What follows belongs to an exercise in optimizing a design on an open flow for small area, a short achievable clock period and few clock cycles per item; a production flow would make more cautious choices.
RTL that was checked went through simulation tests only; none was proved equivalent to the original.
Only the layout flow was run in run 2; the RTL was not checked for function there.

===== flow/run.sh =====
#!/bin/bash
# synth_recipe.tcl (not shown) runs the flow's synth.tcl, then flattens the netlist and writes it again
# the make line also repeats each setting of config.mk as NAME=value (left out here)
make -C /OpenROAD-flow-scripts/flow DESIGN_CONFIG=/design/flow/config.mk WORK_HOME=/design/flow/orfs CLKGATE_MAP_FILE= SYNTH_SCRIPT=/design/flow/synth_recipe.tcl finish

===== flow/config.mk =====
export PLATFORM = sky130hd
export DESIGN_NAME = serpent_round_ctrl
export DESIGN_NICKNAME = serpent_round_ctrl
export VERILOG_FILES = /design/flow/design.v
export SDC_FILE = /design/flow/constraint.sdc
export NUM_CORES = 4
export LEC_CHECK = 0
export CAP_MARGIN = 20
export CORE_MARGIN = 2
export CORE_UTILIZATION = 30
export SLEW_MARGIN = 20

===== flow/constraint.sdc =====
create_clock -name core_clock -period 6.0 [get_ports {clk}]
set_input_delay 1.2000 -clock core_clock [delete_from_list [all_inputs] [get_ports {clk}]]
set_output_delay 1.2000 -clock core_clock [all_outputs]
set_load 0.01 [all_outputs]

===== flow/design.v =====
package serpent_pkg;
    localparam int SERPENT_BLK_W  = 128;
    localparam int SERPENT_WORD_W = 32;
    typedef enum logic [1:0] {
        IDLE  = 2'd0,
        ROUND = 2'd1,
        FINAL = 2'd2,
        DONE  = 2'd3
    } state_t;
    function automatic logic [31:0] rotl32(
        input logic [31:0]               x,
        input int unsigned               n
    );
        rotl32 = (x << n) | (x >> (32 - n));
    endfunction
endpackage
module s_box (
    input  logic [2:0]   i_sel,
    input  logic [127:0] i_data,
    output logic [127:0] o_data
);
    localparam logic [511:0] SBOX = {
        64'h6539AC47B28E0FD1,
        64'h0A3DF19EB6485C27,
        64'h176D8E30C9A4B25F,
        64'hD7E9A4526B0C38F1,
        64'hE57A421D369C8BF0,
        64'h25B04E1DFAC39768,
        64'h43D68EB1A50972CF,
        64'hC90724DEB56A1F83
    };
    for (genvar b = 0; b < 32; b++) begin : g_col
        logic [3:0] w_nib;
        assign w_nib = SBOX[{i_sel, i_data[96+b], i_data[64+b], i_data[32+b], i_data[b]}*4 +: 4];
        assign o_data[b]    = w_nib[0];
        assign o_data[32+b] = w_nib[1];
        assign o_data[64+b] = w_nib[2];
        assign o_data[96+b] = w_nib[3];
    end
endmodule
import serpent_pkg::*;
module serpent_lt
(
    input  logic [SERPENT_BLK_W-1:0] i_data,
    output logic [SERPENT_BLK_W-1:0] o_data
);
    logic [31:0] w_x0a, w_x2a, w_x1b, w_x3b, w_x1c, w_x3c, w_x0d, w_x2d, w_x0e, w_x2e;
    assign w_x0a = serpent_pkg::rotl32(i_data[31:0], 13);
    assign w_x2a = serpent_pkg::rotl32(i_data[95:64], 3);
    assign w_x1b = i_data[63:32] ^ w_x0a ^ w_x2a;
    assign w_x3b = i_data[127:96] ^ w_x2a ^ (w_x0a << 3);
    assign w_x1c = serpent_pkg::rotl32(w_x1b, 1);
    assign w_x3c = serpent_pkg::rotl32(w_x3b, 7);
    assign w_x0d = w_x0a ^ w_x1c ^ w_x3c;
    assign w_x2d = w_x2a ^ w_x3c ^ (w_x1c << 7);
    assign w_x0e = serpent_pkg::rotl32(w_x0d, 5);
    assign w_x2e = serpent_pkg::rotl32(w_x2d, 22);
    assign o_data = {w_x3c, w_x2e, w_x1c, w_x0e};
endmodule
import serpent_pkg::*;
module serpent_round_ctrl
#(
    parameter int NUM_ROUNDS = 32,
    parameter int KIDX_W     = 6
) (
    input  logic                     clk,
    input  logic                     rst,
    input  logic                     in_valid,
    output logic                     in_ready,
    input  logic [SERPENT_BLK_W-1:0] in_data,
    output logic [KIDX_W-1:0]        key_idx,
    input  logic [SERPENT_BLK_W-1:0] key_in,
    output logic                     out_valid,
    input  logic                     out_ready,
    output logic [SERPENT_BLK_W-1:0] out_data
);
    localparam logic [KIDX_W-1:0] LAST_RND  = KIDX_W'(NUM_ROUNDS - 1);
    localparam logic [KIDX_W-1:0] FINAL_IDX = KIDX_W'(NUM_ROUNDS);
    serpent_pkg::state_t      r_state;
    serpent_pkg::state_t      w_state_n;
    logic [SERPENT_BLK_W-1:0] r_blk, w_blk_n;
    logic [KIDX_W-1:0]        r_rnd, w_rnd_n;
    logic [SERPENT_BLK_W-1:0] r_out_data, w_out_data_n;
    logic                     r_out_valid, w_out_valid_n;
    logic [SERPENT_BLK_W-1:0] w_mix, w_sub, w_lt;
    assign w_mix = r_blk ^ key_in;
    s_box u_s_box (
        .i_sel  (r_rnd[2:0]),
        .i_data (w_mix),
        .o_data (w_sub)
    );
    serpent_lt u_lt (
        .i_data (w_sub),
        .o_data (w_lt)
    );
    always_comb begin
        w_state_n     = r_state;
        w_blk_n       = r_blk;
        w_rnd_n       = r_rnd;
        w_out_data_n  = r_out_data;
        w_out_valid_n = r_out_valid;
        case (r_state)
            IDLE: begin
                if (in_valid) begin
                    w_blk_n   = in_data;
                    w_rnd_n   = '0;
                    w_state_n = ROUND;
                end
            end
            ROUND: begin
                if (r_rnd < LAST_RND) begin
                    w_blk_n = w_lt;
                    w_rnd_n = r_rnd + 1'b1;
                end else begin
                    w_blk_n   = w_sub;
                    w_rnd_n   = FINAL_IDX;
                    w_state_n = FINAL;
                end
            end
            FINAL: begin
                w_out_data_n  = w_mix;
                w_out_valid_n = 1'b1;
                w_state_n     = DONE;
            end
            DONE: begin
                if (out_ready) begin
                    w_out_valid_n = 1'b0;
                    w_rnd_n       = '0;
                    w_state_n     = IDLE;
                end
            end
            default: begin
                w_out_valid_n = 1'b0;
                w_rnd_n       = '0;
                w_state_n     = IDLE;
            end
        endcase
    end
    always_ff @(posedge clk) begin
        if (rst) begin
            r_state     <= IDLE;
            r_blk       <= '0;
            r_rnd       <= '0;
            r_out_data  <= '0;
            r_out_valid <= 1'b0;
        end else begin
            r_state     <= w_state_n;
            r_blk       <= w_blk_n;
            r_rnd       <= w_rnd_n;
            r_out_data  <= w_out_data_n;
            r_out_valid <= w_out_valid_n;
        end
    end
    assign in_ready  = (r_state == IDLE);
    assign key_idx   = r_rnd;
    assign out_valid = r_out_valid;
    assign out_data  = r_out_data;
endmodule

==> results of run 1 <==
[worst max-delay path: stages]
cell             delay, ns
clkdlybuf4s50_1       0.42
xor2_1                0.16
buf_4                 0.19
ha_1                  0.64
inv_1                 0.28
nor2_1                0.28
o31ai_1               0.13
mux4_2                0.46
o21ai_0               0.78
buf_4                 0.26
xor2_1                0.45
xor2_1                0.15
xnor2_1               0.19
a21oi_1               0.40
nor4_1                0.09
[state kept, by name, summed over array words and instances (netlist names)]
| register | cells |
|---|---|
| r_blk | 128 |
| r_rnd | 6 |
| r_out_valid | 1 |
| r_out_data | 128 |
| r_state | 2 |
[area by class of cell]
cell class | instances | area (um2) | share of cell area, %
repair buffers | 904 | 7940 | 13.8
flip-flops and latches | 265 | 5320 | 9.27
clock inverters | 24 | 369 | 0.644
inverters | 193 | 736 | 1.28
well taps | 2058 | 2570 | 4.49
multi-input cells | 5354 | 39200 | 68.3
diodes | 2 | 5.00 | 0.00873
clock buffers | 54 | 1220 | 2.13
[cell families (layout without fill, tap and decap cells)]
group / after synthesis / after routing / synth area share, %
and+or+nand+nor: 1863 / 1863 / 17.0
buffers and inverters: 843 / 1175 / 7.50
AOI/OAI and AO/OA: 2355 / 2355 / 34.0
muxes: 373 / 373 / 12.7
other: 0 / 2 / 0
xor gates and xnor gates: 498 / 498 / 10.6
adders and majority gates: 265 / 265 / 7.02
DFF: 265 / 265 / 11.2
[cells in the mapped netlist (28+ instances only)]
cell type  count
inv_1        169
nor3_1       173
o21ai_0      463
o31ai_1       47
ha_1         265
a31oi_1      122
a311oi_1      65
nand3_1      176
or3_1         39
dfxtp_1      265
a21o_1        28
buf_2        176
o211ai_1     263
o2111ai_1     41
xor2_1       115
and3_1        35
mux2i_1      174
xnor2_1      326
nand2_1      595
a211oi_1     349
a221oi_1      50
o311ai_0      70
clkbuf_1     378
mux4_2       174
buf_1         62
o221ai_1      34
nor2_1       701
a2111oi_0     44
a211o_1       44
a21oi_1      468
[routing by layer]
metal / track usage, % / wire length (um) / up-vias
met5: 0 / 122 / -
met1: 39.9 / 103000 / 27200
met2: 42.4 / 103000 / 3743
met3: 9.23 / 30800 / 653
met4: 16.0 / 16300 / 18
li1: - / - / 24900
[cells in the final DEF (no fill, tap or decap), drive strengths merged, types with 18 or more instances in the layout]
cell / netlist / routed
a2111oi: 45 / 45
a211o: 44 / 44
a211oi: 353 / 353
a21o: 28 / 28
a21oi: 468 / 468
a221oi: 53 / 53
a311oi: 66 / 66
a31oi: 122 / 122
and2: 26 / 26
and3: 35 / 35
buf: 264 / 509
clkbuf: 384 / 55
clkdlybuf4s50: 0 / 394
clkinv: 16 / 24
dfxtp: 265 / 265
ha: 265 / 265
inv: 177 / 181
mux2: 21 / 21
mux2i: 175 / 175
mux4: 177 / 177
nand2: 595 / 595
nand2b: 26 / 26
nand3: 176 / 176
nor2: 701 / 701
nor3: 174 / 174
nor4: 22 / 22
o2111ai: 41 / 41
o211ai: 263 / 263
o21a: 18 / 18
o21ai: 468 / 468
o221ai: 36 / 36
o22ai: 28 / 28
o311ai: 71 / 71
o31a: 19 / 19
o31ai: 47 / 47
or3: 39 / 39
xnor2: 344 / 344
xor2: 129 / 129
[metrics by stage]
| step | cell area (um2) | setup WS (ns) | hold WS [ns] |
|---|---|---|---|
| floorplan | 47300 | 1.01 | 0.444 |
| global placement | 55700 | -0.101 | 0.459 |
| detailed placement | 55700 | -0.0507 | 0.462 |
| CTS | 57300 | 0.572 | 0.469 |
| global route | 57300 | 0.290 | 0.494 |
| finish | 57300 | 0.387 | 0.478 |
[worst max-delay path by stage]
| stage | start | to | depth (start not counted) |
|---|---|---|---|
| final | key_in[43] | r_blk[73] | 15 |
| after global routing | key_in[57] | r_blk[68] | 15 |
| after CTS | key_in[57] | r_blk[68] | 15 |
| after detailed placement | key_in[57] | r_blk[68] | 15 |
| after global placement | key_in[57] | r_blk[68] | 15 |
| after floorplan | key_in[27] | r_blk[7] | 15 |
==> metrics.yaml, run 1 <==
worst_hold_path:
  hold_start: "r_blk[39]"
  whs_endpoint: "r_blk[39]"
  min_path_type: "reg2reg"
  whs_path_depth: 2
critical_path:
  reg2reg_to: "r_blk[68]"
  crit_arrival_ns: 6.11
  critPathCaptureType: "flip-flop"
  reg2regPathDepth: 13
  cp.required_ns: 6.49
  worstSetupPathType: "in2reg"
  reg2reg_slack_ns: 0.60
  startpoint_type: "input port"
  timing.rr.start: "r_rnd[1]"
  cp_max_fo: 14
floorplanning:
  pin_count: 396
  die_width_um: 401
  num_rows: 145
  die_y_um: 401
  initial_utilization_pct: 30.2
  coreArea_um2: 156000
  die_area_um2: 161000
global_routing:
  grt_overflow_total: 0
  grt_pass1_wl_um: 366000
  antenna_found_initial: 16
  grt_use_total_pct: 29.8
  grt_max_degree: 147
  first_global_vias: 51600
yosys:
  yosysSeqAreaShare_pct: 11.2
  syn_area_per_cell_um2: 7.31
  synth-edff-count: 0
  synth_nets: 6987
  syn_area_um2: 47300
  ys.flop_type: "dfxtp_1"
  syn_inst: 6462
  yosysTopAreaCellShare_pct: 11.2
  async_flop_share_pct: 0
  ys_warn_count: 2
  synth.distinct_cells: 107
  synth_area_leaders: "dfxtp_1 11%, mux4_2 8.3%, ha_1 7.0%"
  ys_ff_latch: 265
  yosys.area.top_type: "dfxtp_1"
clock_network:
  numCtsBuffers: 44
  cts_sinks: 265
  cts_tree: "yes"
  clk_latency_ns: 0.68
  clockBufferDepth: 3
  post_cts.repair.setup_buffers: 0
  htree_levels: 2
  ctsHoldBuffers: 0
  clk_pin_slew_ns: 0.06
  root_buffer: "clkbuf_16"
  cts_resized: 0
timing:
  fmax_mhz: 178
  fin_skew_ns: 0.0477
  maxSlewHeadroom_pct: 19.3
  final_max_slew_viol_count: 0
  tns_ns: 0
  hold_violations: 0
  tightest_slew_ns: 1.20
  timing.final.crit_share_pct: 93.6
  rsz0062_at_grt: "no"
  period_minus_slack_ns: 5.61
  setup_violations: 0
detailed_routing:
  wl_um: 253000
  drc: 0
  antenna_left: 0
  first_pass_iters: 9
  vias: 56600
  drt_iter0_markers: 8986
  vias_per_cell: 6.39
  drt-wirelength-per-cell_um: 28.6
flow_run:
  maxCapViolCount: 0
placed_design:
  portBuffers: 395
  numPlacedInstances: 8774
  dp_hpwl_um: 186000
  gp_congestion: 1.02
finish:
  area_growth_pct: 21.3
  utilization_pct: 36.7
  fin_nets: 7287
  stdcell_count: 8854
  fillers: 16400
  drive_above_1_share_pct: 14.5
run_status:
  outcome: "timing/DRC/antenna clean"
Testbench counts, summed over its fixed seeds: cycles 13,440, blocks 384.
==> run 2, diff against run 1 <==
==> flow/design.v (replaced) <==
package serpent_pkg;
    localparam int SERPENT_BLK_W  = 128;
    localparam int SERPENT_WORD_W = 32;
    typedef enum logic [1:0] {
        IDLE  = 2'd0,
        ROUND = 2'd1,
        FINAL = 2'd2,
        DONE  = 2'd3
    } state_t;
    function automatic logic [31:0] rotl32(
        input logic [31:0]               x,
        input int unsigned               n
    );
        rotl32 = (x << n) | (x >> (32 - n));
    endfunction
endpackage
module s_box (
    input  logic [2:0]   i_sel,
    input  logic [127:0] i_data,
    output logic [127:0] o_data
);
    logic [63:0] w_tab;
    always_comb begin
        case (i_sel)
            3'd0: w_tab = 64'h1cb6c716a9d47187;    
            3'd1: w_tab = 64'hc396976419b552cd;    
            3'd2: w_tab = 64'h2e93b44b568d6359;    
            3'd3: w_tab = 64'h25e94da6a4d6639c;    
            3'd4: w_tab = 64'h913ee952b4c663a6;    
            3'd5: w_tab = 64'hb856e69269cad24b;    
            3'd6: w_tab = 64'h1ce97493662dd24b;    
            3'd7: w_tab = 64'h5b94196d69c33e89;    
            default: w_tab = 'x;
        endcase
    end
    for (genvar b = 0; b < 32; b++) begin : g_col
        logic [3:0] w_nib;
        assign w_nib = {i_data[96+b], i_data[64+b], i_data[32+b], i_data[b]};
        assign o_data[b]    = w_tab[w_nib];
        assign o_data[32+b] = w_tab[16 + w_nib];
        assign o_data[64+b] = w_tab[32 + w_nib];
        assign o_data[96+b] = w_tab[48 + w_nib];
    end
endmodule
import serpent_pkg::*;
module serpent_lt
(
    input  logic [SERPENT_BLK_W-1:0] i_data,
    output logic [SERPENT_BLK_W-1:0] o_data
);
    logic [31:0] w_x0a, w_x2a, w_x1b, w_x3b, w_x1c, w_x3c, w_x0d, w_x2d, w_x0e, w_x2e;
    assign w_x0a = serpent_pkg::rotl32(i_data[31:0], 13);
    assign w_x2a = serpent_pkg::rotl32(i_data[95:64], 3);
    assign w_x1b = i_data[63:32] ^ w_x0a ^ w_x2a;
    assign w_x3b = i_data[127:96] ^ w_x2a ^ (w_x0a << 3);
    assign w_x1c = serpent_pkg::rotl32(w_x1b, 1);
    assign w_x3c = serpent_pkg::rotl32(w_x3b, 7);
    assign w_x0d = w_x0a ^ w_x1c ^ w_x3c;
    assign w_x2d = w_x2a ^ w_x3c ^ (w_x1c << 7);
    assign w_x0e = serpent_pkg::rotl32(w_x0d, 5);
    assign w_x2e = serpent_pkg::rotl32(w_x2d, 22);
    assign o_data = {w_x3c, w_x2e, w_x1c, w_x0e};
endmodule
import serpent_pkg::*;
module serpent_round_ctrl
#(
    parameter int NUM_ROUNDS = 32,
    parameter int KIDX_W     = 6
) (
    input  logic                     clk,
    input  logic                     rst,
    input  logic                     in_valid,
    output logic                     in_ready,
    input  logic [SERPENT_BLK_W-1:0] in_data,
    output logic [KIDX_W-1:0]        key_idx,
    input  logic [SERPENT_BLK_W-1:0] key_in,
    output logic                     out_valid,
    input  logic                     out_ready,
    output logic [SERPENT_BLK_W-1:0] out_data
);
    localparam logic [KIDX_W-1:0] FINAL_IDX = KIDX_W'(NUM_ROUNDS);
    logic [SERPENT_BLK_W-1:0] r_blk;         
    logic [KIDX_W-1:0]        r_rnd;         
    logic                     r_run;         
    logic                     r_out_valid;   
    logic [SERPENT_BLK_W-1:0] w_sub, w_lt, w_pre;
    logic                     w_last, w_hold, w_load;
    s_box u_s_box (
        .i_sel  (r_rnd[2:0]),
        .i_data (r_blk),
        .o_data (w_sub)
    );
    serpent_lt u_lt (
        .i_data (w_sub),
        .o_data (w_lt)
    );
    assign w_last = r_rnd[5];                        
    assign w_hold = r_out_valid & ~out_ready;
    assign w_load = ~r_run;
    assign w_pre  = w_load ? in_data : (w_last ? w_sub : w_lt);
    always_ff @(posedge clk) begin
        if (!w_hold) r_blk <= w_pre ^ key_in;
    end
    always_ff @(posedge clk) begin
        if (rst) begin
            r_rnd       <= '0;
            r_run       <= 1'b0;
            r_out_valid <= 1'b0;
        end else if (r_run) begin
            if (w_last) begin
                r_rnd       <= '0;
                r_run       <= 1'b0;
                r_out_valid <= 1'b1;
            end else begin
                r_rnd       <= r_rnd + 1'b1;
            end
        end else if (!w_hold) begin
            r_out_valid <= 1'b0;
            if (in_valid) begin
                r_rnd <= KIDX_W'(1);
                r_run <= 1'b1;
            end
        end
    end
    assign in_ready  = ~r_run & ~w_hold;
    assign key_idx   = r_rnd;
    assign out_valid = r_out_valid;
    assign out_data  = r_blk;
endmodule
==> run 2 against run 1 <==
Non-clock buffer count decreased by 397. Setup slack improved by 0.80 ns. Count of clock-buffer cells in the layout decreased by 36. Wire length decreased by 37%. Largest cell class unchanged. Highest routed layer unchanged.
==> metrics.yaml, run 2 <==
detailed_routing:
  met2_wirelength_um: 65100
  wl_met3_um: 28600
  vias: 28100
  antenna_left: 0
  topRoutingLayerUsed: "met5"
  vias_per_cell: 7.03
  drt-wirelength-per-cell_um: 39.9
  wl_um: 159000
  drt_iter0_markers: 5320
  drt-met1-wl_um: 52400
  drc: 0
  first_pass_iters: 7
critical_path:
  timing.rr.start: "u_s_box.w_tab[46]"
  cp_max_fo: 15
  worstSetupPathType: "reg2reg"
  cp.required_ns: 6.22
  crit_arrival_ns: 5.03
  crit_start: "u_s_box.w_tab[46]"
  critPathCaptureType: "flip-flop"
  startpoint_type: "flip-flop"
clock_network:
  htree_levels: 4
  clockBufferDepth: 2
  ctsHoldBuffers: 0
  clk_latency_ns: 0.53
  cts_resized: 0
  cts_tree: "yes"
  cts_sinks: 193
  clk_pin_slew_ns: 0.09
  post_cts.repair.setup_buffers: 0
  numCtsBuffers: 17
  root_buffer: "clkbuf_16"
timing:
  layout_setup_ws_ns: 1.19
  maxSlewHeadroom_pct: 9.00
  rsz0062_at_grt: "no"
  fin_skew_ns: 0.0289
  tns_ns: 0
  final_max_slew_viol_count: 0
  hold_violations: 0
  fmax_mhz: 208
  setup_violations: 0
  period_minus_slack_ns: 4.81
  tightest_slew_ns: 1.36
  timing.final.crit_share_pct: 80.2
  hold_slack_ns: 0.512
yosys:
  yosysMostFrequentCell: "mux4_2"
  synth_commonest_cells: "446 x mux4_2, 253 x clkbuf_1, 251 x mux2i_1"
  yosysSeqAreaShare_pct: 17.6
  synth_area_leaders: "mux4_2 34%, edfxtp_1 13%, mux2i_1 8.6%"
  syn_area_um2: 29200
  yosys.area.top_type: "mux4_2"
  synth_nets: 2855
  ys_warn_count: 3
  syn_inst: 2586
  async_flop_share_pct: 0
  synth-edff-count: 128
  yosysTopAreaCellShare_pct: 34.5
  ys_ff_latch: 193
  synth.distinct_cells: 73
  syn_area_per_cell_um2: 11.3
  ys.flop_type: "edfxtp_1"
finish:
  utilization_pct: 35.6
  fillers: 9471
  layout_commonest_cell: "mux4_2"
  largest_register_ff_count: 128
  drive_above_1_share_pct: 24.8
  final_cell_mix: "446 x mux4_2, 395 x clkdlybuf4s50_1, 251 x mux2i_1"
  area_growth_pct: 18.1
  top_register: "r_blk"
  fin_nets: 2967
global_routing:
  first_global_vias: 25800
  grt_max_degree: 64
  grt_pass1_wl_um: 214000
  grt_overflow_total: 0
  antenna_found_initial: 8
  grt_use_total_pct: 30.9
flow_run:
  maxCapViolCount: 0
floorplanning:
  die_y_um: 316
  die_area_um2: 99700
  pin_count: 396
  num_rows: 114
  coreArea_um2: 96600
  initial_utilization_pct: 30.2
  die_width_um: 316
placed_design:
  portBuffers: 395
  dp_hpwl_um: 109000
  gp_congestion: 1.06
  place_ws_ns: 1.61
worst_hold_path:
  hold_start: "r_rnd[4]"
  min_path_type: "reg2reg"
run_status:
  outcome: "timing/DRC/antenna clean"
==> run 2: changes by cell type in the layout (fill, tap and decap cells not counted), moves of 238 or more <==
cell,change
nor2_1,-604
a211oi_1,-333
buf_4,-391
o21ai_0,-379
a21oi_1,-345
nand2_1,-476
mux4_2,+272
o211ai_1,-238
ha_1,-254
==> run 2: critical path, cell delays in order (launching register included) <==
cell	delay [ns]
dfxtp_1	1.15
buf_4	0.33
mux4_2	0.24
mux2i_1	0.08
mux2i_2	1.00
xor2_1	0.18
xnor2_1	0.60
xnor2_1	0.15
a21oi_1	0.19
xor2_1	0.57
==> run 2: layer usage <==
layer	global-route usage, %	up-vias
met2	43.5	3131
met3	16.4	814
met5	0.521	-
li1	-	10300
met4	18.3	8
met1	37.0	13900
==> run 2: cell type report <==
| cell class | count | area, um2 | share of cell area, % |
|---|---|---|---|
| Antenna cell | 11 | 27.5 | 0.0800 |
| Tap cell | 1276 | 1600 | 4.64 |
| Inverter | 32 | 120 | 0.349 |
| Multi-Input combinational cell | 1947 | 22000 | 63.9 |
| Clock buffer | 18 | 450 | 1.31 |
| Clock inverter | 14 | 173 | 0.502 |
| Timing Repair Buffer | 507 | 4860 | 14.1 |
| Sequential cell | 193 | 5190 | 15.1 |
==> run 2: final timing paths <==
| path | to | slack [ns] | cells past startpoint |
|---|---|---|---|
| worst max-delay path | r_blk[65] | 1.19 | 9 |
| worst max register to register | r_blk[65] | 1.19 | 9 |
| worst min register to register | r_rnd[4] | 0.51 | 1 |
| worst min-delay path | r_rnd[4] | 0.51 | 1 |
==> run 2: cells by family after synthesis <==
family / count (synthesis) / share of synthesized area, %
xor gates and xnor gates: 361 / 13.5
AOI/OAI and AO/OA: 433 / 9.55
muxes: 732 / 45.3
adders and majority gates: 9 / 0.386
buffers and inverters: 446 / 6.97
and+or+nand+nor: 412 / 6.70
DFF: 193 / 17.6
==> run 2: through the flow <==
| step | area (um2) | instances |
|---|---|---|
| after CTS | 34300 | 3983 |
| after global placement | 33700 | 3951 |
| after global routing | 34400 | 3990 |
| final | 34400 | 3998 |
| after detailed placement | 33700 | 3951 |
| after floorplan | 29200 | 2586 |

-- re-timing with driven ports --
The results above use ideal ports. As a check the final layouts listed here were re-extracted and re-timed, cells and wires unchanged. Step 1 assumes that a clkbuf_16 drives the clock port and a buf_2 every other input. Step 2 times the ports against the registers' clock, not the clock port: input delays grow and output delays shrink by t, the midpoint of the rising clock arrivals with the driver on. Slacks: ideal / step 1 / step 2; pairs: ideal / step 1.
run	shift t [ns]	setup slack, ns	hold WS [ns]	latest minus earliest clock arrival (ns)	worst data-port slew with drivers (ns)
run 1	0.737	0.387 / 0.437 / -0.300	0.478 / 0.478 / 0.478	0.048 / 0.048	0.14
run 2	0.580	1.185 / 1.185 / 1.185	0.512 / 0.512 / 0.512	0.028 / 0.028	0.12
With both steps, setup timing fails in run 1, where it was met with ideal ports. For run 1, which loses most, drivers alone change the setup slack by +0.050 ns; drivers and shift together by -0.687 ns.
